This is an optimization exercise on Yosys and OpenROAD, whose aim is small area, a short achievable clock period and few clock cycles, not a production implementation.
Function was checked by simulation only, so behaviour that the tests miss may differ from the original.
Power and IR drop assume default switching activity.

==> flow/design.v (outline; a module is shown in full before it is edited, if it fits) <==
// module csa_fa: 10 lines
// module booth_sel: 10 lines
// module conv3x3_mac: 7940 lines
module conv3x3_mac #(
   parameter bit RELU = 1'b0
) (
   input  logic         i_clk,
   input  logic         i_rstn,
   input  logic [9:0]   i_num_ci,
   input  logic         i_valid,
   output logic         o_ready,
   input  logic [143:0] i_window,
   input  logic [143:0] i_weight,
   input  logic [15:0]  i_bias,
   output logic         o_valid,
   input  logic         i_ready,
   output logic [15:0]  o_data
);
  // ...
==> flow/flow/run.sh <==
#!/bin/bash
# The standard layout (the standard.sh, standard synthesis unchanged), except:
# - the buffers every input and output port gets are plain buf_1 cells instead of the
#   delay-buffer cell buffer_ports picks by default (repair_timing still resizes them);
# - clock tree synthesis adds no dummy balancing loads.
set -euo pipefail
export BUFFER_PORTS_ARGS="-buffer_cell sky130_fd_sc_hd__buf_1"
export CTS_ARGS="-sink_clustering_enable -repair_clock_nets -sink_clustering_size 30 -sink_clustering_max_diameter 60 -dont_use_dummy_load"
bash standard.sh finish > standard.log 2>&1
==> flow/standard.sh <==
#!/bin/bash
# synth_recipe.tcl (not shown) runs the flow's synth.tcl, then flattens the netlist and writes it again
# the make line also repeats each setting of config.mk as NAME=value (left out here)
make -C /OpenROAD-flow-scripts/flow DESIGN_CONFIG=/design/flow/config.mk WORK_HOME=/design/flow/orfs CLKGATE_MAP_FILE= SYNTH_SCRIPT=/design/flow/synth_recipe.tcl "${@:-finish}"
==> flow/config.mk <==
export PLATFORM = sky130hd
export DESIGN_NAME = conv3x3_mac
export DESIGN_NICKNAME = conv3x3_mac
export VERILOG_FILES = /design/flow/design.v
export SDC_FILE = /design/flow/constraint.sdc
export NUM_CORES = 4
export LEC_CHECK = 0
export ABC_AREA = 1
export CAP_MARGIN = 20
export CORE_MARGIN = 2
export CORE_UTILIZATION = 40
export CTS_CLUSTER_DIAMETER = 60
export CTS_CLUSTER_SIZE = 30
export SETUP_SLACK_MARGIN = 4.95
export SLEW_MARGIN = 20
export SYNTH_HIERARCHICAL = 1
export SYNTH_MINIMUM_KEEP_SIZE = 0
==> flow/constraint.sdc <==
create_clock -name core_clock -period 8.0 [get_ports {i_clk}]
set_input_delay 1.6000 -clock core_clock [delete_from_list [all_inputs] [get_ports {i_clk}]]
set_output_delay 1.6000 -clock core_clock [all_outputs]
set_load 0.01 [all_outputs]
==> implementation parameters, run 1 <==
Parameter                              Value

Final layout
  Commonest non-fill, non-tap cells in the layout    sky130_fd_sc_hd__fa_1 (1285), sky130_fd_sc_hd__xor2_1 (1176), sky130_fd_sc_hd__o22ai_1 (1080)
  Clock network share of area    0.02825
  Filler cell count    18538
  Logic inverters    486
  Non-clock buffering overhead in the final layout    0.02551
  Sequential portion of the cell area    0.2586

Power and ir drop
  IR Drop Worst-Case VDD    1.038 mV
  Internal power of the cells    23.95 mW
  Group drawing the most power    combinational cells
  Power consumed by combinational cells    32.9 mW
  Combinational power share    0.701
  Total chip power    46.96 mW

Clocking
  Clock Pin Slew Worst Setup and Hold Paths    90 ps
  # Post-CTS Setup Buffers    11
  Clock root buffer    sky130_fd_sc_hd__clkbuf_16
  PostCTS Resize Cnt    457

Placed design
  Number of placed cells counting well taps    9824

Synthesis
  Synth area leader    sky130_fd_sc_hd__fa_1
  Flip-flop and latch count after synthesis    1050
  Unique masters post-synth    46
  Most frequently used cell type in the post-synthesis netlist    sky130_fd_sc_hd__fa_1
  Number of warnings printed during yosys synthesis    10
  Summed instance area of the synthesized netlist    0.07975 mm^2

Global routing
  Met2 track demand over resource in global routing    0.4438

Worst setup path
  Startpoint of the worst-slack reg-to-reg timing path    acc_s[21]$_DFFE_PP_
  Number of cells on the critical path    20
  Type of destination of the critical path    flip-flop
  Largest stage delay on the critical path    450 ps

Route
  Number of antenna-violating nets in the routed design    0
  DRC violations left    0
  WL per Instance    between 30 and 40 um
  Sum of routed wire segments on met1    110300 um
  Amount of wire on met3 after detailed routing    33890 um

Status
  Status    complete, no violations

STA
  Max transition margin    0.2652
  Max Clk Rate    319.5 MHz
  Worst setup skew after layout    93.41 ps
  RSZ-0062 raised after global routing    true

Die
  Area of the die    0.2030 mm^2
Testbench counts, summed over its fixed seeds: cycles 45,039.
==> run 2, diff against run 1 <==
--- a/flow/config.mk
+++ b/flow/config.mk
@@ -11,7 +11,8 @@
 export CORE_UTILIZATION = 40
 export CTS_CLUSTER_DIAMETER = 60
 export CTS_CLUSTER_SIZE = 30
-export SETUP_SLACK_MARGIN = 4.95
+export PLACE_DENSITY = 0.5
+export SETUP_SLACK_MARGIN = 5.0
 export SLEW_MARGIN = 20
 export SYNTH_HIERARCHICAL = 1
 export SYNTH_MINIMUM_KEEP_SIZE = 0
==> run 2 against run 1 <==
- largest power group unchanged
- clock skew down 12 ps
- die area stayed put
- setup slack about the same
- total power increased by 0.97%
- register-to-register slack about the same
- cell count rose by 0.18%
- still clean on timing, DRC and antenna
==> implementation parameters, run 2 <==
Parameter                              Value

Status
  Status    complete, no violations

Placed design
  Number of placed cells counting well taps    9843 (+0.19%)
  Post-detail-place hpwl    253300 um
  # port buffers    around 340
  Gp weighted congestion    0.9870
  Dpl ws    3996 ps

Die
  Overall die width    450.5 um
  Floorplan row count    163
  Top Ports    336
  Area of the die    0.2030 mm^2 (unchanged)
  Area inside the core boundary    0.1978 mm^2
  Height of the die    450.5 um
  Initial standard-cell utilization of the core    0.4031

Worst setup path
  Worst Setup SP    p0_23_0$_DFF_P_
  Critical Path RT    8690 ps
  Type of destination of the critical path    flip-flop
  Startpoint Class    flip-flop
  Worst Path Arrival    ~3800 ps
  Maximum fanout count along the critical path    1
  Cell-by-cell listing of the critical path    fa_1, fa_2, fa_2, fa_2, fa_2
  Critical-path cell with the highest stage delay    sky130_fd_sc_hd__fa_2
  Largest stage delay on the critical path    640 ps (+190 ps)
  CP Class    reg2reg
  Startpoint of the worst-slack reg-to-reg timing path    p0_23_0$_DFF_P_
  Library cell appearing most often on the critical path    sky130_fd_sc_hd__fa_2

STA
  Share of the clock period used by the worst path    0.3913
  Shortest period the worst path allows    3130 ps
  Final-layout setup total negative slack    0 ps
  Max transition margin    0.3339 (+0.06872)
  Worst setup skew after layout    81.06 ps (-12.35 ps)
  RSZ-0062 raised after global routing    true
  Total count of max-transition violations in the final report    0
  Final hold violations    0
  Worst slew pin tran    999.1 ps
  Total setup violations reported at the end of the flow    0
  Final setup margin    between 4000 and 5000 ps
  Max Clk Rate    319.5 MHz (about the same)
  Hold_ws    293.1 ps

Synthesis
  Synth area leader    sky130_fd_sc_hd__fa_1
  Number of enable-type register cells in the synthesized netlist    116
  Post-synthesis share of cell area spent on and, or, nand and nor gates    0.07467
  Multiplexer share of the synthesized area    0.009492
  Post-Syn Instances    7574
  Most frequently used cell type in the post-synthesis netlist    sky130_fd_sc_hd__fa_1
  Leading post-synthesis cells by instance count    sky130_fd_sc_hd__fa_1 (1321), sky130_fd_sc_hd__xor2_1 (1177), sky130_fd_sc_hd__o22ai_1 (1080)
  Synthesized-area fraction occupied by adder cells    0.3450
  Most instantiated flip-flop cell in the synthesis netlist    sky130_fd_sc_hd__dfxtp_1
  Post-synth top area share    0.3316
  Complex-gate fraction of the synthesized area    0.09461
  Average cell area after synthesis    10.53 um^2
  Number of warnings printed during yosys synthesis    10 (unchanged)
  Share of the yosys chip area belonging to registers    0.2781
  Summed instance area of the synthesized netlist    0.07975 mm^2 (unchanged)
  Proportion of synthesized flip-flops having asynchronous set or reset    0
  Net count of the mapped netlist    9298
  Flip-flop and latch count after synthesis    1050 (unchanged)
  Cells taking the most area after synthesis    sky130_fd_sc_hd__fa_1 (33%), sky130_fd_sc_hd__dfxtp_1 (23%), sky130_fd_sc_hd__xor2_1 (13%)
  Unique masters post-synth    46 (unchanged)
  Dominant combinational cell family by area after synthesis    adder cells
  Xor/xnor share of the synthesized area    0.1377

Global routing
  Pin count of the biggest net entering global routing    90
  Number of global-route vias before repair    59005
  Global-route wire length before repair    roughly 460000 um
  Overflow left after global routing    0
  Global-route total usage across every layer    0.3172
  Antenna violations before repair    15

Final layout
  Number of flip-flops in the largest register    144
  Nets@finish    9107
  Largest register by flop count    xr
  Commonest non-fill, non-tap cells in the layout    sky130_fd_sc_hd__fa_1 (1255), sky130_fd_sc_hd__xor2_1 (1174), sky130_fd_sc_hd__o22ai_1 (1080)
  Area Overhead vs Synth    10.15%
  Leading cell type in the layout, fill and taps excluded    sky130_fd_sc_hd__fa_1
  Share of the core filled with cells    0.4440
  Layout cells sized above 1    0.1600
  Post-route insts no fill    10025

Clocking
  Clock tree sinks    1050
  Deepest clock path buffer count    3
  Number of levels the H-tree was split into    3
  Skew-Pair Late Insertion Delay    790 ps
  Clock Pin Slew Worst Setup and Hold Paths    100 ps (about the same)
  Total CTS buffers    101
  Clock root buffer    sky130_fd_sc_hd__clkbuf_16
  Clock tree from TritonCTS    done
  Cts-stage hold buffer count    0

Route
  Number of vias per cell    between 5 and 6
  DRC violations left    0 (unchanged)
  Post-detailed-routing wire length    approximately 330000 um
  WL per Instance    32.61 um (+6.5%)
  Number of antenna-violating nets in the routed design    0 (unchanged)
  Starting DRT DRC Count    between 6000 and 7000
  Number of vias in the routed layout    57645
  First-pass detailed-route iteration total    8

Hold path
  Worst hold path class    reg2reg
  HP Start    br[3]$_SDFF_PN0_

Power and ir drop
  Leakage    around 35 nW
  Ratio of total power to cell area    around 540 mW/mm^2
  IR Drop Worst-Case VDD    1.181 mV (+14%)

Job
  Number of max-cap violations    0
[run 2: critical path: cells and delay by family, from the launching register on]
family / cells / cell delay [ps]
DFF: 1 / 380
adders and majority gates: 5 / 2690
[run 2: layout make-up]
type,instances,area [um^2]
fillers,18723,110000
multi-input cells,5281,54880
flip-flops and latches,1050,22980
well taps,2640,3303
clock buffers,101,2527
repair buffers,463,2322
inverters,486,1824
diodes,4,10.01
[run 2: metrics by stage]
step	total power, mW	instance area (um^2)
2_1_floorplan	25.68	79750
3_3_place_gp	41.02	81830
3_5_place_dp	41.28	81830
4_1_cts	46.36	86860
5_1_grt	50.07	87840
6_report	47.42	87840
[run 2: what timing repair did]
action	CTS	global route
pin swaps	92	73
buffers inserted	45	19
gates resized for setup	702	231
cloned	5	8
endpoints found under the setup margin	458	129
[run 2: where the power goes]
| part | internal, mW | leakage, nW | switching [mW] |
|---|---|---|---|
| Combinational | 14.0 | 25.0 | 19.3 |
| Clock | 2.19 | 1.24 | 2.00 |
| Sequential | 8.01 | 8.96 | 1.89 |
[run 2: worst paths after layout]
kind / end / depth (start not counted) / slack (ps)
setup / recovery: p1_23_1$_DFF_P_ / 5 / 4870
hold / removal: p0_11_17$_DFF_P_ / 0 / 290
setup reg to reg: p1_23_1$_DFF_P_ / 5 / 4870
hold reg to reg: p0_11_17$_DFF_P_ / 0 / 290
[run 2: logic make-up after synthesis]
group,count (synthesis)
AO/OA/AOI/OAI,1229
XOR/XNOR,1254
adder cells (fa/ha/maj),1406
buffers and inverters,1256
flip-flops,1050
multiplexers,68
AND/OR/NAND/NOR,1311
[run 2: layer usage]
layer	GRT usage	up-vias	routed length, um
met2	0.4951	3154	147700
met5	0	-	78
met3	0.06538	649	28260
met4	0.1724	12	22600
li1	-	24105	-
met1	0.4131	29725	128200
[run 2: modules after synthesis, one instance, submodules excluded]
module / copies in the design / cells inside / flops+latches / cell area, um^2
conv3x3_mac: 1 / 6253 / 1050 / 53300
csa_fa: 1321 / 1 / 0 / 20.02
==> run 3, diff against run 2 <==
--- a/flow/config.mk
+++ b/flow/config.mk
@@ -12,7 +12,7 @@
 export CTS_CLUSTER_DIAMETER = 60
 export CTS_CLUSTER_SIZE = 30
 export PLACE_DENSITY = 0.5
-export SETUP_SLACK_MARGIN = 5.0
+export SETUP_SLACK_MARGIN = 4.95
 export SLEW_MARGIN = 20
 export SYNTH_HIERARCHICAL = 1
 export SYNTH_MINIMUM_KEEP_SIZE = 0
==> run 3 against run 2 <==
- synthesized cell count is the same
- clock skew grew 0.94 ps
- clock power is essentially flat
- design area shrank 0.82%
- largest power group unchanged
==> implementation parameters, run 3 <==
Parameter                              Value

Status
  Status    complete, no violations

STA
  Shortest period the worst path allows    3134 ps (+3.800 ps)
  Share of the clock period used by the worst path    0.3917 (+0.0004750)
  Max Clk Rate    319.1 MHz (-0.12%)
  Max transition margin    0.3373 (+0.003395)
  Total setup violations reported at the end of the flow    0 (unchanged)
  Worst slew pin tran    990.4 ps (-8.751 ps)
  Final setup margin    4866 ps (-3.800 ps)
  Worst setup skew after layout    82.01 ps (+0.9414 ps)
  Total count of max-transition violations in the final report    0 (unchanged)
  Final-layout setup total negative slack    0 ps (unchanged)
  Final hold violations    0 (unchanged)
  RSZ-0062 raised after global routing    true

Synthesis
  Dominant combinational cell family by area after synthesis    adder cells
  Post-Syn Instances    7574 (unchanged)
  Unique masters post-synth    46 (unchanged)
  Proportion of synthesized flip-flops having asynchronous set or reset    0 (unchanged)
  Most frequently used cell type in the post-synthesis netlist    sky130_fd_sc_hd__fa_1
  Net count of the mapped netlist    9298 (unchanged)
  Number of warnings printed during yosys synthesis    10 (unchanged)
  Synthesized-area fraction occupied by adder cells    0.3450 (unchanged)
  Flip-flop and latch count after synthesis    1050 (unchanged)
  Summed instance area of the synthesized netlist    0.07975 mm^2 (unchanged)
  Xor/xnor share of the synthesized area    0.1377 (unchanged)
  Cells taking the most area after synthesis    sky130_fd_sc_hd__fa_1 (33%), sky130_fd_sc_hd__dfxtp_1 (23%), sky130_fd_sc_hd__xor2_1 (13%)
  Post-synth top area share    0.3316 (unchanged)
  Post-synthesis share of cell area spent on and, or, nand and nor gates    0.07467 (unchanged)
  Synth area leader    sky130_fd_sc_hd__fa_1
  Complex-gate fraction of the synthesized area    0.09461 (unchanged)
  Share of the yosys chip area belonging to registers    0.2781 (unchanged)
  Number of enable-type register cells in the synthesized netlist    116 (unchanged)
  Leading post-synthesis cells by instance count    sky130_fd_sc_hd__fa_1 (1321), sky130_fd_sc_hd__xor2_1 (1177), sky130_fd_sc_hd__o22ai_1 (1080)
  Multiplexer share of the synthesized area    0.009492 (unchanged)
  Average cell area after synthesis    10.53 um^2 (unchanged)
  Most instantiated flip-flop cell in the synthesis netlist    sky130_fd_sc_hd__dfxtp_1

Power and ir drop
  Share of power burned in the clock network    0.089 (about the same)
  NetSw    23.06 mW (-0.57%)
  IR Drop Worst-Case VDD    1.173 mV (-0.67%)
  Part of the power in registers    0.211 (+0.002)
  Proportion of total power due to net switching    0.4908 (+0.001773)
  Combinational power share    0.700 (-0.003)
  Ratio of total power to cell area    539.2 mW/mm^2 (-0.11%)
  Leakage    35.15 nW (-0.22%)
  Internal power of the cells    23.92 mW (-1.3%)
  Total chip power    46.98 mW (-0.93%)

Clocking
  Clock tree from TritonCTS    done
  Deepest clock path buffer count    3 (unchanged)
  Clock Pin Slew Worst Setup and Hold Paths    100 ps (about the same)
  Skew-Pair Late Insertion Delay    780 ps (about the same)
  Number of levels the H-tree was split into    3 (unchanged)
  Clock tree sinks    1050 (unchanged)
  Clock root buffer    sky130_fd_sc_hd__clkbuf_16
  Total CTS buffers    101 (unchanged)
  Cts-stage hold buffer count    0 (unchanged)

Global routing
  Antenna violations before repair    14 (-1)
  Number of global-route vias before repair    58950 (-0.093%)
  Global-route wire length before repair    456600 um (-0.13%)
  Overflow left after global routing    0 (unchanged)
  Global-route total usage across every layer    0.3169 (-0.0003652)
  Pin count of the biggest net entering global routing    90 (unchanged)

Die
  Area inside the core boundary    0.1978 mm^2 (unchanged)
  Initial standard-cell utilization of the core    0.4031 (unchanged)
  Height of the die    450.5 um (unchanged)
  Area of the die    0.2030 mm^2 (unchanged)
  Top Ports    336 (unchanged)
  Overall die width    450.5 um (unchanged)
  Floorplan row count    163 (unchanged)

Placed design
  Dpl ws    3996 ps (unchanged)
  Gp weighted congestion    0.9870 (unchanged)
  Number of placed cells counting well taps    9843 (unchanged)
  # port buffers    335 (unchanged)
  Post-detail-place hpwl    253300 um (unchanged)

Worst setup path
  Worst R2R Setup Slack    4870 ps (about the same)
  Terminus of the critical flop-to-flop path    p1_23_1$_DFF_P_
  Maximum fanout count along the critical path    1 (unchanged)
  Length in cells of the worst reg-to-reg path    5 (unchanged)
  Critical Path RT    8690 ps (about the same)
  CP endpoint    p1_23_1$_DFF_P_
  Type of destination of the critical path    flip-flop
  CP Class    reg2reg
  Worst Path Arrival    3830 ps (about the same)
  Startpoint of the worst-slack reg-to-reg timing path    p0_23_0$_DFF_P_
  Startpoint Class    flip-flop
  Worst Setup SP    p0_23_0$_DFF_P_

Final layout
  Area Overhead vs Synth    9.251%
  Commonest non-fill, non-tap cells in the layout    sky130_fd_sc_hd__fa_1 (1287), sky130_fd_sc_hd__xor2_1 (1174), sky130_fd_sc_hd__o22ai_1 (1080)
  Number of flip-flops in the largest register    144 (unchanged)
  Largest register by flop count    xr
  Layout cells sized above 1    0.1487 (-0.01131)
  Post-route insts no fill    10017 (-0.080%)
  Leading cell type in the layout, fill and taps excluded    sky130_fd_sc_hd__fa_1
  Nets@finish    9097 (-0.11%)

Hold path
  Worst hold path class    reg2reg

Route
  First-pass detailed-route iteration total    7 (-1)
  Number of vias in the routed layout    57546 (-0.17%)
  Number of antenna-violating nets in the routed design    0 (unchanged)
  Starting DRT DRC Count    6566 (-3.9%)
  WL per Instance    32.52 um (-0.28%)
  Number of vias per cell    5.745 (about the same)
  Post-detailed-routing wire length    325700 um (-0.36%)
  DRC violations left    0 (unchanged)

Job
  Number of max-cap violations    0 (unchanged)
==> run 3: layout make-up <==
cell class	count	area, um^2
flip-flops and latches	1050	22750
well taps	2640	3303
fillers	18818	110700
repair buffers	459	2251
diodes	6	15.01
inverters	486	1824
multi-input cells	5275	54450
clock buffers	101	2527
==> run 3: per-module statistics from Yosys, one instance, submodules excluded <==
module       cells  flip-flops and latches  area, um^2
conv3x3_mac   6253                    1050       53300
csa_fa           1                       0       20.02
==> run 3: worst min-delay path by stage <==
stage / cells after the start / end / startpoint
after global placement: 0 / f_p[1]$_DFF_P_ / f_p[0]$_DFF_P_
after global routing: 0 / p0_11_17$_DFF_P_ / br[3]$_SDFF_PN0_
final: 0 / p0_11_17$_DFF_P_ / br[3]$_SDFF_PN0_
after detailed placement: 0 / p1_23_2$_DFF_P_ / p0_23_13$_DFF_P_
after floorplan: 0 / f_p[1]$_DFF_P_ / f_p[0]$_DFF_P_
after CTS: 0 / p0_11_17$_DFF_P_ / br[3]$_SDFF_PN0_
==> run 3: power by group through the flow <==
stage	registers (mW)	logic, mW	clock network (mW)
after floorplan	8.70	17.0	0
after global placement	9.90	31.1	0
after detailed placement	9.91	31.4	0
after CTS	9.86	32.0	4.30
after global routing	9.99	35.2	4.48
final	9.90	32.9	4.19
==> run 3: repair_timing <==
item                                    4_1_cts  5_1_grt
buffers inserted                             44       16
cloned                                        4        3
gates resized for setup                     615      130
pin swaps                                    70       61
endpoints found under the setup margin      422      111
endpoints found under the hold margin         0        0
==> run 3: worst max-delay path: stages, from the launching register on <==
cell	delay [ps]
sky130_fd_sc_hd__dfxtp_2	370
sky130_fd_sc_hd__fa_1	570
sky130_fd_sc_hd__fa_1	460
sky130_fd_sc_hd__fa_2	580
sky130_fd_sc_hd__fa_1	450
sky130_fd_sc_hd__fa_2	650
==> run 3: kinds of logic (layout without fill, tap and decap cells) <==
family                   after synthesis  after routing
AND/OR/NAND/NOR                     1311           1318
adder cells (fa/ha/maj)             1406           1406
other                                  0              6
XOR/XNOR                            1254           1254
buffers and inverters               1256           1046
multiplexers                          68             68
flip-flops                          1050           1050
AO/OA/AOI/OAI                       1229           1229
==> run 3: layer usage <==
layer  global-route usage  up-vias  part of all wire
met5                    0        -           0.00017
met4               0.1733        8             0.070
met3              0.06601      663             0.087
met2               0.4942     3100              0.45
met1               0.4120    29705              0.39
li1                     -    24070                 -
==> run 3: metrics by stage <==
step / utilization / hold slack, ps / instance area (um^2)
after global placement: 0.4136 / 310.4 / 81830
after global routing: 0.4403 / 288.8 / 87110
final: 0.4404 / 286.2 / 87120
after detailed placement: 0.4137 / 312.1 / 81830
after floorplan: - / 309.6 / 79750
after CTS: 0.4373 / 279.1 / 86510
==> run 4, diff against run 3 <==
--- a/flow/config.mk
+++ b/flow/config.mk
@@ -11,6 +11,7 @@
 export CORE_UTILIZATION = 40
 export CTS_CLUSTER_DIAMETER = 60
 export CTS_CLUSTER_SIZE = 30
+export GPL_ROUTABILITY_DRIVEN = 0
 export PLACE_DENSITY = 0.5
 export SETUP_SLACK_MARGIN = 4.95
 export SLEW_MARGIN = 20
==> run 4 against run 3 <==
- non-clock buffer count rose by 10
- clock-buffer cell count fell by 1
- largest cell class unchanged
- total power fell by 0.76%
- combinational power barely moved
- setup slack improved by 40 ps
- critical endpoint is now p1_18_2$_DFF_P_
- area after synthesis did not move
- register-to-register slack improved by 40 ps
- global-route usage fell by 1.2 points
- flip-flop and latch count did not move
- utilization barely moved
- cell count rose by 0.14%
- still clean on timing, DRC and antenna
- worst hold slack got worse by 23 ps
==> implementation parameters, run 4 <==
Parameter                              Value

Worst setup path
  Type of destination of the critical path    flip-flop
  Worst Path Arrival    3720 ps (-110 ps)
  Startpoint of the worst-slack reg-to-reg timing path    p0_16_4$_DFF_P_
  CP Class    reg2reg
  Startpoint Class    flip-flop
  Critical Path RT    8630 ps (-60 ps)
  Worst Setup SP    p0_16_4$_DFF_P_
  Worst R2R Setup Slack    4910 ps (+40 ps)
  Maximum fanout count along the critical path    1 (unchanged)

Placed design
  Post-detail-place hpwl    244500 um (-3.5%)
  Dpl ws    4084 ps (+87.91 ps)
  # port buffers    335 (unchanged)

Clocking
  Deepest clock path buffer count    3 (unchanged)
  Number of levels the H-tree was split into    3 (unchanged)
  Clock tree sinks    1050 (unchanged)
  Skew-Pair Late Insertion Delay    800 ps (+20 ps)
  Clock tree from TritonCTS    done
  Cts-stage hold buffer count    0 (unchanged)
  Clock root buffer    sky130_fd_sc_hd__clkbuf_16
  Total CTS buffers    100 (-0.99%)
  Clock Pin Slew Worst Setup and Hold Paths    80 ps (-20 ps)

Synthesis
  Most frequently used cell type in the post-synthesis netlist    sky130_fd_sc_hd__fa_1
  Proportion of synthesized flip-flops having asynchronous set or reset    0 (unchanged)
  Number of enable-type register cells in the synthesized netlist    116 (unchanged)
  Most instantiated flip-flop cell in the synthesis netlist    sky130_fd_sc_hd__dfxtp_1
  Synth area leader    sky130_fd_sc_hd__fa_1
  Flip-flop and latch count after synthesis    1050 (unchanged)
  Post-synth top area share    0.3316 (unchanged)
  Average cell area after synthesis    10.53 um^2 (unchanged)
  Unique masters post-synth    46 (unchanged)
  Share of the yosys chip area belonging to registers    0.2781 (unchanged)
  Net count of the mapped netlist    9298 (unchanged)
  Summed instance area of the synthesized netlist    0.07975 mm^2 (unchanged)
  Number of warnings printed during yosys synthesis    10 (unchanged)
  Cells taking the most area after synthesis    sky130_fd_sc_hd__fa_1 (33%), sky130_fd_sc_hd__dfxtp_1 (23%), sky130_fd_sc_hd__xor2_1 (13%)
  Leading post-synthesis cells by instance count    sky130_fd_sc_hd__fa_1 (1321), sky130_fd_sc_hd__xor2_1 (1177), sky130_fd_sc_hd__o22ai_1 (1080)
  Post-Syn Instances    7574 (unchanged)

Final layout
  Filler cell count    18660 (-0.84%)
  Largest register by flop count    xr
  Number of flip-flops in the largest register    144 (unchanged)
  Share of the core filled with cells    0.4406 (about the same)
  Layout cells sized above 1    0.1491 (+0.0003750)
  Nets@finish    9112 (+0.16%)
  Area Overhead vs Synth    9.291% (about the same)
  Commonest non-fill, non-tap cells in the layout    sky130_fd_sc_hd__fa_1 (1296), sky130_fd_sc_hd__xor2_1 (1175), sky130_fd_sc_hd__o22ai_1 (1080)
  Leading cell type in the layout, fill and taps excluded    sky130_fd_sc_hd__fa_1

STA
  Worst slew pin tran    1048 ps (+58.08 ps)
  Final-layout setup total negative slack    0 ps (unchanged)
  RSZ-0062 raised after global routing    true
  Max transition margin    0.3009 (-0.03638)
  Shortest period the worst path allows    3094 ps (-39.66 ps)
  Max Clk Rate    323.2 MHz (+1.3%)
  Share of the clock period used by the worst path    0.3868 (-0.004957)
  Final hold violations    0 (unchanged)
  Total setup violations reported at the end of the flow    0 (unchanged)
  Hold_ws    263.1 ps (-23.10 ps)
  Final setup margin    4906 ps (+39.66 ps)
  Total count of max-transition violations in the final report    0 (unchanged)
  Worst setup skew after layout    143.6 ps (+61.56 ps)

Die
  Floorplan row count    163 (unchanged)
  Overall die width    450.5 um (unchanged)
  Initial standard-cell utilization of the core    0.4031 (unchanged)
  Area inside the core boundary    0.1978 mm^2 (unchanged)
  Top Ports    336 (unchanged)
  Area of the die    0.2030 mm^2 (unchanged)
  Height of the die    450.5 um (unchanged)

Route
  WL per Instance    31.35 um (-3.6%)
  Number of antenna-violating nets in the routed design    0 (unchanged)
  First-pass detailed-route iteration total    9 (+2)
  Number of vias per cell    5.704 (-0.72%)
  Post-detailed-routing wire length    314500 um (-3.4%)
  DRC violations left    0 (unchanged)
  Starting DRT DRC Count    6788 (+3.4%)
  Number of vias in the routed layout    57213 (-0.58%)

Global routing
  Global-route wire length before repair    442100 um (-3.2%)
  Pin count of the biggest net entering global routing    90 (unchanged)
  Global-route total usage across every layer    0.3048 (-0.01202)
  Overflow left after global routing    0 (unchanged)
  Number of global-route vias before repair    58283 (-1.1%)
  Antenna violations before repair    14 (unchanged)

Power and ir drop
  Ratio of total power to cell area    534.9 mW/mm^2 (-0.80%)
  IR Drop Worst-Case VDD    1.077 mV (-8.2%)
  Leakage    35.22 nW (+0.19%)

Job
  Number of max-cap violations    0 (unchanged)

Hold path
  Worst hold path class    reg2reg
  HP Start    p0_14_21$_DFF_P_

Status
  Status    complete, no violations
## run 4: logic make-up after synthesis
family                   count (synthesis)  synth area share
AND/OR/NAND/NOR                       1311           0.07467
XOR/XNOR                              1254            0.1377
AO/OA/AOI/OAI                         1229           0.09461
adder cells (fa/ha/maj)               1406            0.3450
buffers and inverters                 1256           0.06041
flip-flops                            1050            0.2781
multiplexers                            68          0.009492
## run 4: path summary, 6_finish.rpt
path,end,cells after the start
setup / recovery,p1_18_2$_DFF_P_,5
hold / removal,p1_14_2$_DFF_P_,0
setup reg to reg,p1_18_2$_DFF_P_,5
hold reg to reg,p1_14_2$_DFF_P_,0
## run 4: routing by layer
metal  wire, um  global-route usage  vias up
met5         58                   0        -
met4      22100              0.1704        8
met3      27580             0.06645      630
met2     141300              0.4708     3134
met1     123500              0.3971    29328
li1           -                   -    24113
## run 4: cell type report
cell class,count,area (um^2),area share
multi-input cells,5281,54490,0.6252
clock buffers,100,2502,0.02871
flip-flops and latches,1050,22680,0.2602
well taps,2640,3303,0.03790
inverters,486,1824,0.02093
diodes,5,12.51,0.0001436
repair buffers,469,2346,0.02692
## run 4: through the flow
stage | area (um^2) | power (mW) | cells
final | 87160 | 46.62 | 10031
after global routing | 87150 | 49.04 | 10027
after CTS | 86000 | 45.56 | 9983
after detailed placement | 81800 | 40.92 | 9839
after global placement | 81800 | 40.46 | 9839
after floorplan | 79750 | 25.68 | 7574
## run 4: repair_timing
item / CTS / global route
gates resized for setup: 515 / 207
endpoints found under the setup margin: 376 / 106
cloned: 6 / 7
pin swaps: 50 / 101
setup buffers: 38 / 36
## run 4: critical path: stages (launching register included)
cell and delay [ps]:
sky130_fd_sc_hd__dfxtp_1 530, sky130_fd_sc_hd__fa_1 510, sky130_fd_sc_hd__fa_1 420, sky130_fd_sc_hd__fa_1 410
sky130_fd_sc_hd__fa_1 620, sky130_fd_sc_hd__fa_2 510
## run 4: per-module statistics from Yosys, one instance, submodules excluded
module / times used / flip-flops and latches
csa_fa: 1321 / 0
conv3x3_mac: 1 / 1050
## run 4: power breakdown
group          internal [mW]  switching [mW]
clock                   2.17            1.98
combinational           13.6            19.0
sequential              8.01            1.84
total                   23.8            22.8
==> run 5, diff against run 4 <==
--- a/flow/config.mk
+++ b/flow/config.mk
@@ -8,11 +8,10 @@
 export ABC_AREA = 1
 export CAP_MARGIN = 20
 export CORE_MARGIN = 2
-export CORE_UTILIZATION = 40
+export CORE_UTILIZATION = 50
 export CTS_CLUSTER_DIAMETER = 60
 export CTS_CLUSTER_SIZE = 30
-export GPL_ROUTABILITY_DRIVEN = 0
-export PLACE_DENSITY = 0.5
+export PLACE_DENSITY = 0.6
 export SETUP_SLACK_MARGIN = 4.95
 export SLEW_MARGIN = 20
 export SYNTH_HIERARCHICAL = 1
==> run 5 against run 4 <==
- critical path depth is the same
- clock power shrank 5%
- combinational power grew 4%
- setup slack lost 40 ps
- largest power group unchanged
- die area shrank 20%
- still clean on timing, DRC and antenna
- non-clock buffer count shrank 14
- flip-flop and latch count is the same
- synthesized cell count is the same
- register-to-register slack lost 40 ps
==> implementation parameters, run 5 <==
Parameter                              Value

Status
  Status    complete, no violations

Worst setup path
  Largest stage delay on the critical path    750 ps (+130 ps)
  Startpoint Class    flip-flop
  Top Family by Delay on Critical Path    adder cells
  Buffers and inverters on the worst path    0 (unchanged)
  Worst Path Arrival    3770 ps (+50 ps)
  CP Class    reg2reg
  Library cell appearing most often on the critical path    sky130_fd_sc_hd__fa_1
  Maximum fanout count along the critical path    16 (+15)
  Worst R2R Setup Slack    4870 ps (-40 ps)
  Critical-path cell with the highest stage delay    sky130_fd_sc_hd__fa_1
  Cell-by-cell listing of the critical path    o22ai_1, xor2_1, fa_1, fa_1, fa_1
  Number of cells on the critical path    5 (unchanged)
  Critical Path RT    8630 ps (about the same)
  Startpoint of the worst-slack reg-to-reg timing path    xr[32]$_DFF_P_
  Terminus of the critical flop-to-flop path    p0_3_4$_DFF_P_
  Length in cells of the worst reg-to-reg path    5 (unchanged)
  Type of destination of the critical path    flip-flop

Global routing
  Number of global-route vias before repair    58027 (-0.44%)
  Global-route wire length before repair    433900 um (-1.9%)
  Overflow left after global routing    0 (unchanged)
  Global-route met1 utilization    0.4945 (+0.09741)
  Global-route track usage on met3    0.08443 (+0.01797)
  GRT Max-Usage Layer    met2
  Antenna violations before repair    14 (unchanged)
  Global-route total usage across every layer    0.3770 (+0.07220)
  Met2 track demand over resource in global routing    0.5762 (+0.1054)
  Pin count of the biggest net entering global routing    81 (-10%)

STA
  Max Clk Rate    319.0 MHz (-1.3%)
  Shortest period the worst path allows    3134 ps (+40.18 ps)
  Total count of max-transition violations in the final report    0 (unchanged)
  Max transition margin    0.3053 (+0.004340)
  Total setup violations reported at the end of the flow    0 (unchanged)
  Final hold violations    0 (unchanged)
  Final-layout setup total negative slack    0 ps (unchanged)
  Worst setup skew after layout    125.1 ps (-18.43 ps)
  Share of the clock period used by the worst path    0.3918 (+0.005022)
  Worst slew pin tran    1035 ps (-13.80 ps)
  RSZ-0062 raised after global routing    true
  Final setup margin    4866 ps (-40.18 ps)

Die
  Top Ports    336 (unchanged)
  Area of the die    0.1627 mm^2 (-20%)
  Area inside the core boundary    0.1584 mm^2 (-20%)
  Overall die width    403.4 um (-10%)
  Floorplan row count    146 (-10%)
  Initial standard-cell utilization of the core    0.5035 (+0.1004)
  Height of the die    403.4 um (-10%)

Final layout
  Post-route insts no fill    9438 (-5.9%)
  Number of flip-flops in the largest register    144 (unchanged)
  Layout cells sized above 1    0.1513 (+0.002211)
  Filler cell count    13766 (-26%)
  Area Overhead vs Synth    8.325%
  Nets@finish    9090 (-0.24%)
  Largest register by flop count    xr
  Commonest non-fill, non-tap cells in the layout    sky130_fd_sc_hd__fa_1 (1304), sky130_fd_sc_hd__xor2_1 (1176), sky130_fd_sc_hd__o22ai_1 (1079)
  Share of the core filled with cells    0.5454 (+0.1049)
  Leading cell type in the layout, fill and taps excluded    sky130_fd_sc_hd__fa_1

Hold path
  HP Start    p0_23_13$_DFF_P_
  Endpoint of the worst hold path    p1_23_2$_DFF_P_
  Cell depth of the worst min-delay path    0 (unchanged)
  Worst hold path class    reg2reg

Placed design
  Post-detail-place hpwl    239800 um (-1.9%)
  # port buffers    335 (unchanged)
  Number of placed cells counting well taps    9262 (-5.9%)
  Dpl ws    4083 ps (-0.2800 ps)
  Gp weighted congestion    1.064

Synthesis
  Number of enable-type register cells in the synthesized netlist    116 (unchanged)
  Share of the yosys chip area belonging to registers    0.2781 (unchanged)
  Unique masters post-synth    46 (unchanged)
  Post-synth top area share    0.3316 (unchanged)
  Proportion of synthesized flip-flops having asynchronous set or reset    0 (unchanged)
  Flip-flop and latch count after synthesis    1050 (unchanged)
  Summed instance area of the synthesized netlist    0.07975 mm^2 (unchanged)
  Average cell area after synthesis    10.53 um^2 (unchanged)
  Leading post-synthesis cells by instance count    sky130_fd_sc_hd__fa_1 (1321), sky130_fd_sc_hd__xor2_1 (1177), sky130_fd_sc_hd__o22ai_1 (1080)
  Net count of the mapped netlist    9298 (unchanged)
  Number of warnings printed during yosys synthesis    10 (unchanged)
  Most frequently used cell type in the post-synthesis netlist    sky130_fd_sc_hd__fa_1
  Cells taking the most area after synthesis    sky130_fd_sc_hd__fa_1 (33%), sky130_fd_sc_hd__dfxtp_1 (23%), sky130_fd_sc_hd__xor2_1 (13%)
  Synth area leader    sky130_fd_sc_hd__fa_1
  Most instantiated flip-flop cell in the synthesis netlist    sky130_fd_sc_hd__dfxtp_1
  Post-Syn Instances    7574 (unchanged)

Clocking
  Clock tree from TritonCTS    done
  Clock Pin Slew Worst Setup and Hold Paths    80 ps (about the same)
  Deepest clock path buffer count    3 (unchanged)
  Clock root buffer    sky130_fd_sc_hd__clkbuf_16
  Skew-Pair Late Insertion Delay    770 ps (-30 ps)
  Clock tree sinks    1050 (unchanged)
  Total CTS buffers    93 (-7.0%)
  Cts-stage hold buffer count    0 (unchanged)
  Number of levels the H-tree was split into    3 (unchanged)

Route
  DRC violations left    0 (unchanged)
  Post-detailed-routing wire length    310300 um (-1.3%)
  Number of vias in the routed layout    58313 (+1.9%)
  WL per Instance    32.87 um (+4.9%)
  Number of vias per cell    6.179 (+8.3%)
  First-pass detailed-route iteration total    8 (-1)
  Number of antenna-violating nets in the routed design    0 (unchanged)
  Starting DRT DRC Count    8287 (+22%)

Job
  Number of max-cap violations    0 (unchanged)

Power and ir drop
  IR Drop Worst-Case VDD    1.240 mV (+15%)
  Leakage    35.11 nW (-0.31%)
  Ratio of total power to cell area    553.6 mW/mm^2 (+3.5%)
run 5: stage by stage:
step	total power [mW]	area, um^2	hold WS (ps)
detailed placement	41.90	81020	312.1
floorplan	25.68	79750	309.6
CTS	46.42	85180	301.2
global route	49.85	86380	302.6
finish	47.82	86390	302.5
global placement	41.42	81020	310.3
run 5: worst reg2reg max path, stage by stage, from the launching register on:
cell	delay [ps]
sky130_fd_sc_hd__dfxtp_2	590
sky130_fd_sc_hd__o22ai_1	170
sky130_fd_sc_hd__xor2_1	540
sky130_fd_sc_hd__fa_1	560
sky130_fd_sc_hd__fa_1	750
sky130_fd_sc_hd__fa_1	480
run 5: cells by family after synthesis:
family	Yosys count	synth area share
multiplexers	68	0.009492
flip-flops	1050	0.2781
AND/OR/NAND/NOR	1311	0.07467
AO/OA/AOI/OAI	1229	0.09461
XOR/XNOR	1254	0.1377
adder cells (fa/ha/maj)	1406	0.3450
buffers and inverters	1256	0.06041
run 5: layout make-up:
class	instances	area [um^2]	share of cell area
Timing Repair inverter	1	5.005	0.00005794
Timing Repair Buffer	455	2221	0.02571
Tap cell	2072	2592	0.03001
Clock buffer	93	2327	0.02694
Inverter	486	1833	0.02122
Antenna cell	2	5.005	0.00005794
Multi-Input combinational cell	5279	54740	0.6337
Sequential cell	1050	22660	0.2623
run 5: how the worst max path moves through the flow:
stage | startpoint | end | slack (ps)
2_1_floorplan | i_num_ci[5] | pend[2]$_SDFF_PN0_ | 5030
3_3_place_gp | acc_s[20]$_DFFE_PP_ | q[0][3]$_DFFE_PP_ | 4090
3_5_place_dp | acc_c[23]$_DFFE_PP_ | q[0][0]$_DFFE_PP_ | 4080
4_1_cts | p0_17_3$_DFF_P_ | p1_17_2$_DFF_P_ | 4950
5_1_grt | acc_s[25]$_DFFE_PP_ | q[0][6]$_DFFE_PP_ | 4770
6_report | xr[32]$_DFF_P_ | p0_3_4$_DFF_P_ | 4870
run 5: layer usage:
layer  vias up  part of all wire  wire length [um]
li1      24069                 -                 -
met1     29685              0.37            115500
met2      3840              0.44            138000
met3       709              0.11             33700
met4        10             0.074             22980
met5         -           0.00024                75
run 5: per-module statistics from Yosys, one instance, submodules excluded:
module       flip-flops and latches  times used
conv3x3_mac                    1050           1
csa_fa                            0        1321
run 5: power by group:
part | internal (mW) | switching (mW) | leakage (nW)
registers | 8.01 | 1.87 | 8.92
logic | 13.9 | 20.1 | 25.0
clock network | 2.03 | 1.92 | 1.15
run 5: repair_timing:
item                                    in CTS  in global routing
gates cloned                                 3                 10
buffers inserted                            33                 35
endpoints found under the setup margin     376                118
pin swaps                                   65                116
gates resized for setup                    543                217
==> run 6, diff against run 5 <==
--- a/flow/flow/run.sh
+++ b/flow/flow/run.sh
@@ -5,5 +5,5 @@
 # - clock tree synthesis adds no dummy balancing loads.
 set -euo pipefail
 export BUFFER_PORTS_ARGS="-buffer_cell sky130_fd_sc_hd__buf_1"
-export CTS_ARGS="-sink_clustering_enable -repair_clock_nets -sink_clustering_size 30 -sink_clustering_max_diameter 60 -dont_use_dummy_load"
+export CTS_ARGS="-sink_clustering_enable -repair_clock_nets -sink_clustering_size 24 -sink_clustering_max_diameter 50 -dont_use_dummy_load"
 bash standard.sh finish > standard.log 2>&1
--- a/flow/config.mk
+++ b/flow/config.mk
@@ -8,10 +8,10 @@
 export ABC_AREA = 1
 export CAP_MARGIN = 20
 export CORE_MARGIN = 2
-export CORE_UTILIZATION = 50
-export CTS_CLUSTER_DIAMETER = 60
-export CTS_CLUSTER_SIZE = 30
-export PLACE_DENSITY = 0.6
+export CORE_UTILIZATION = 40
+export CTS_CLUSTER_DIAMETER = 50
+export CTS_CLUSTER_SIZE = 24
+export PLACE_DENSITY = 0.5
 export SETUP_SLACK_MARGIN = 4.95
 export SLEW_MARGIN = 20
 export SYNTH_HIERARCHICAL = 1
==> run 6 against run 5 <==
- setup slack improved by 12 ps
- critical endpoint is now p1_23_1$_DFF_P_
- flip-flop and latch count did not move
- clock skew is 12 ps lower
- combinational power is 4% lower
- register-to-register slack hardly changed
- non-clock buffer count fell by 3
- still clean on timing, DRC and antenna
==> implementation parameters, run 6 <==
Parameter                              Value

Route
  Number of vias per cell    5.747 (-7.0%)
  DRC violations left    0 (unchanged)
  Number of vias in the routed layout    57683 (-1.1%)
  First-pass detailed-route iteration total    7 (-1)
  Post-detailed-routing wire length    326400 um (+5.2%)
  Starting DRT DRC Count    6584 (-21%)
  WL per Instance    32.52 um (-1.1%)
  Number of antenna-violating nets in the routed design    0 (unchanged)

Worst setup path
  Length in cells of the worst reg-to-reg path    5 (unchanged)
  Worst R2R Setup Slack    4880 ps (about the same)
  Top Family by Delay on Critical Path    adder cells
  Terminus of the critical flop-to-flop path    p1_23_1$_DFF_P_
  Cell-by-cell listing of the critical path    fa_1, fa_1, fa_1, fa_1, fa_2
  Critical-path cell with the highest stage delay    sky130_fd_sc_hd__fa_2
  Largest stage delay on the critical path    650 ps (-100 ps)
  Critical Path RT    8710 ps (+80 ps)
  Library cell appearing most often on the critical path    sky130_fd_sc_hd__fa_1
  Maximum fanout count along the critical path    1 (-15)
  Startpoint of the worst-slack reg-to-reg timing path    p0_23_9$_DFF_P_
  CP Class    reg2reg
  Type of destination of the critical path    flip-flop
  Worst Path Arrival    3830 ps (+60 ps)
  Buffers and inverters on the worst path    0 (unchanged)
  Startpoint Class    flip-flop

Synthesis
  Flip-flop and latch count after synthesis    1050 (unchanged)
  Average cell area after synthesis    10.53 um^2 (unchanged)
  Post-synth top area share    0.3316 (unchanged)
  Leading post-synthesis cells by instance count    sky130_fd_sc_hd__fa_1 (1321), sky130_fd_sc_hd__xor2_1 (1177), sky130_fd_sc_hd__o22ai_1 (1080)
  Proportion of synthesized flip-flops having asynchronous set or reset    0 (unchanged)
  Summed instance area of the synthesized netlist    0.07975 mm^2 (unchanged)
  Cells taking the most area after synthesis    sky130_fd_sc_hd__fa_1 (33%), sky130_fd_sc_hd__dfxtp_1 (23%), sky130_fd_sc_hd__xor2_1 (13%)
  Most frequently used cell type in the post-synthesis netlist    sky130_fd_sc_hd__fa_1
  Post-Syn Instances    7574 (unchanged)
  Number of warnings printed during yosys synthesis    10 (unchanged)
  Most instantiated flip-flop cell in the synthesis netlist    sky130_fd_sc_hd__dfxtp_1
  Share of the yosys chip area belonging to registers    0.2781 (unchanged)
  Unique masters post-synth    46 (unchanged)
  Number of enable-type register cells in the synthesized netlist    116 (unchanged)
  Net count of the mapped netlist    9298 (unchanged)
  Synth area leader    sky130_fd_sc_hd__fa_1

STA
  Final setup margin    4878 ps (+11.91 ps)
  Final hold violations    0 (unchanged)
  Hold_ws    292.7 ps (-9.740 ps)
  Shortest period the worst path allows    3122 ps (-11.91 ps)
  Final-layout setup total negative slack    0 ps (unchanged)
  Max Clk Rate    320.3 MHz (+0.38%)
  Worst setup skew after layout    112.7 ps (-12.39 ps)
  Total setup violations reported at the end of the flow    0 (unchanged)
  Max transition margin    0.3309 (+0.02564)
  Worst slew pin tran    999.9 ps (-34.72 ps)
  Total count of max-transition violations in the final report    0 (unchanged)
  Share of the clock period used by the worst path    0.3903 (-0.001489)
  RSZ-0062 raised after global routing    true

Clocking
  Deepest clock path buffer count    3 (unchanged)
  Cts-stage hold buffer count    0 (unchanged)
  Clock Pin Slew Worst Setup and Hold Paths    90 ps (about the same)
  Number of levels the H-tree was split into    4 (+1)
  Total CTS buffers    130 (+40%)
  Clock tree from TritonCTS    done
  Skew-Pair Late Insertion Delay    830 ps (+60 ps)
  Clock tree sinks    1050 (unchanged)
  Clock root buffer    sky130_fd_sc_hd__clkbuf_16

Final layout
  Share of the core filled with cells    0.4429 (-0.1025)
  Area Overhead vs Synth    9.867%
  Commonest non-fill, non-tap cells in the layout    sky130_fd_sc_hd__fa_1 (1296), sky130_fd_sc_hd__xor2_1 (1175), sky130_fd_sc_hd__o22ai_1 (1080)
  Post-route insts no fill    10037 (+6.3%)
  Leading cell type in the layout, fill and taps excluded    sky130_fd_sc_hd__fa_1
  Nets@finish    9120 (+0.33%)
  Largest register by flop count    xr
  Final Instance Area    0.08762 mm^2 (+1.4%)
  Number of flip-flops in the largest register    144 (unchanged)
  Layout cells sized above 1    0.1477 (-0.003589)
  Filler cell count    18769 (+36%)

Hold path
  Endpoint of the worst hold path    p0_11_17$_DFF_P_
  HP Start    br[3]$_SDFF_PN0_
  Cell depth of the worst min-delay path    0 (unchanged)
  Worst hold path class    reg2reg

Placed design
  Dpl ws    3996 ps (-87.63 ps)
  Number of placed cells counting well taps    9843 (+6.3%)
  Placement-stage cell area    0.08183 mm^2 (+1.0%)
  Gp weighted congestion    0.9870 (-7.3%)
  # port buffers    335 (unchanged)
  Post-detail-place hpwl    253300 um (+5.6%)

Global routing
  Antenna violations before repair    18 (+4)
  Global-route wire length before repair    457200 um (+5.4%)
  Pin count of the biggest net entering global routing    90 (+11%)
  Number of global-route vias before repair    59120 (+1.9%)
  Overflow left after global routing    0 (unchanged)
  Global-route total usage across every layer    0.3176 (-0.05946)

Die
  Top Ports    336 (unchanged)
  Height of the die    450.5 um (+12%)
  Initial standard-cell utilization of the core    0.4031 (-0.1004)
  Area inside the core boundary    0.1978 mm^2 (+25%)
  Area of the die    0.2030 mm^2 (+25%)
  Overall die width    450.5 um (+12%)
  Floorplan row count    163 (+12%)

Power and ir drop
  Leakage    35.46 nW (+1.0%)
  Ratio of total power to cell area    543.2 mW/mm^2 (-1.9%)
  Total chip power    47.59 mW (-0.48%)
  IR Drop Worst-Case VDD    1.166 mV (-6.0%)

Status
  Status    complete, no violations

Job
  Number of max-cap violations    0 (unchanged)
==> run 6: cell counts after synthesis <==
No cell type changed its count.
==> run 6: per-module statistics from Yosys (local to each module, per instance) <==
| module | cells | copies in the design |
|---|---|---|
| conv3x3_mac | 6253 | 1 |
| csa_fa | 1 | 1321 |
==> run 6: worst max-delay path by stage <==
| stage | from | end | slack [ps] | cells after the start |
|---|---|---|---|---|
| final | p0_23_9$_DFF_P_ | p1_23_1$_DFF_P_ | 4880 | 5 |
| after global routing | acc_s[15]$_DFFE_PP_ | q[0][13]$_DFFE_PP_ | 4740 | 22 |
| after detailed placement | acc_s[11]$_DFFE_PP_ | q[0][4]$_DFFE_PP_ | 4000 | 18 |
| after CTS | p0_23_9$_DFF_P_ | p1_23_1$_DFF_P_ | 4910 | 5 |
| after global placement | acc_s[13]$_DFFE_PP_ | q[0][3]$_DFFE_PP_ | 4010 | 18 |
| after floorplan | i_num_ci[5] | pend[2]$_SDFF_PN0_ | 5030 | 12 |
==> run 6: metal layers <==
| layer | vias up | share of wire | GRT usage |
|---|---|---|---|
| met5 | - | 0.00040 | 0 |
| met4 | 20 | 0.067 | 0.1693 |
| met3 | 642 | 0.090 | 0.07145 |
| met2 | 3137 | 0.45 | 0.4964 |
| met1 | 29757 | 0.39 | 0.4103 |
| li1 | 24127 | - | - |
==> run 6: cells by family after synthesis <==
family | count (synthesis) | synth area share
compound gates | 1229 | 0.09461
xor+xnor | 1254 | 0.1377
fa+ha+maj | 1406 | 0.3450
buf+inv | 1256 | 0.06041
flops | 1050 | 0.2781
mux | 68 | 0.009492
simple gates | 1311 | 0.07467
==> run 6: area by class of cell <==
| cell class | instances | area, um^2 | area share |
|---|---|---|---|
| multi-input combinational | 5276 | 54360 | 0.6204 |
| sequential | 1050 | 22680 | 0.2588 |
| tap | 2640 | 3303 | 0.03770 |
| clock buffer | 130 | 3253 | 0.03713 |
| timing repair buffer | 452 | 2195 | 0.02505 |
| inverter | 486 | 1824 | 0.02082 |
| antenna | 3 | 7.507 | 0.00008568 |
==> run 6: power breakdown <==
| part | total, mW | internal (mW) | switching [mW] |
|---|---|---|---|
| clock network | 4.95 | 2.82 | 2.13 |
| logic | 32.7 | 13.6 | 19.1 |
| registers | 9.90 | 8.01 | 1.89 |
| total | 47.6 | 24.5 | 23.1 |
==> run 6: timing repair <==
| action | CTS | global route |
|---|---|---|
| buffers inserted | 41 | 12 |
| setup endpoints to repair | 397 | 118 |
| resized for setup | 569 | 115 |
| pin swaps | 53 | 57 |
| gates cloned | 4 | 4 |
==> run 6: worst reg2reg max path: stages, from the launching register on <==
cell,delay (ps)
sky130_fd_sc_hd__dfxtp_1,320
sky130_fd_sc_hd__fa_1,580
sky130_fd_sc_hd__fa_1,470
sky130_fd_sc_hd__fa_1,550
sky130_fd_sc_hd__fa_1,460
sky130_fd_sc_hd__fa_2,650

re-timing with driven ports:
Ports are ideal in the flow. The routed layouts listed here were re-timed in OpenROAD. Step 1 assumes that a clkbuf_16 drives the clock port and a buf_2 every other input. Step 2 also shifts input and output timing later by t, the mid clock arrival at the registers, as if the neighbouring blocks saw the same clock. Three values: ideal, step 1, step 2; two values: the first two.
| run | shift t [ns] | setup slack, ns | clock arrival spread, ns | worst slew at a driven data input, ns |
|---|---|---|---|---|
| run 1 | 0.829 | 4.870 / 4.870 / 4.344 | 0.121 / 0.122 | 0.14 |
| run 2 | 0.836 | 4.870 / 4.870 / 4.521 | 0.090 / 0.091 | 0.06 |
| run 3 | 0.840 | 4.866 / 4.866 / 4.277 | 0.089 / 0.089 | 0.06 |
| run 4 | 0.818 | 4.906 / 4.906 / 4.471 | 0.160 / 0.161 | 0.07 |
| run 5 | 0.797 | 4.866 / 4.866 / 4.538 | 0.125 / 0.126 | 0.10 |
| run 6 | 0.866 | 4.878 / 4.878 / 4.272 | 0.113 / 0.113 | 0.06 |
After both steps every run listed still meets setup and hold. The setup slack of run 6, which loses most, moves by 0.000 ns with the drivers and by -0.606 ns with both steps.
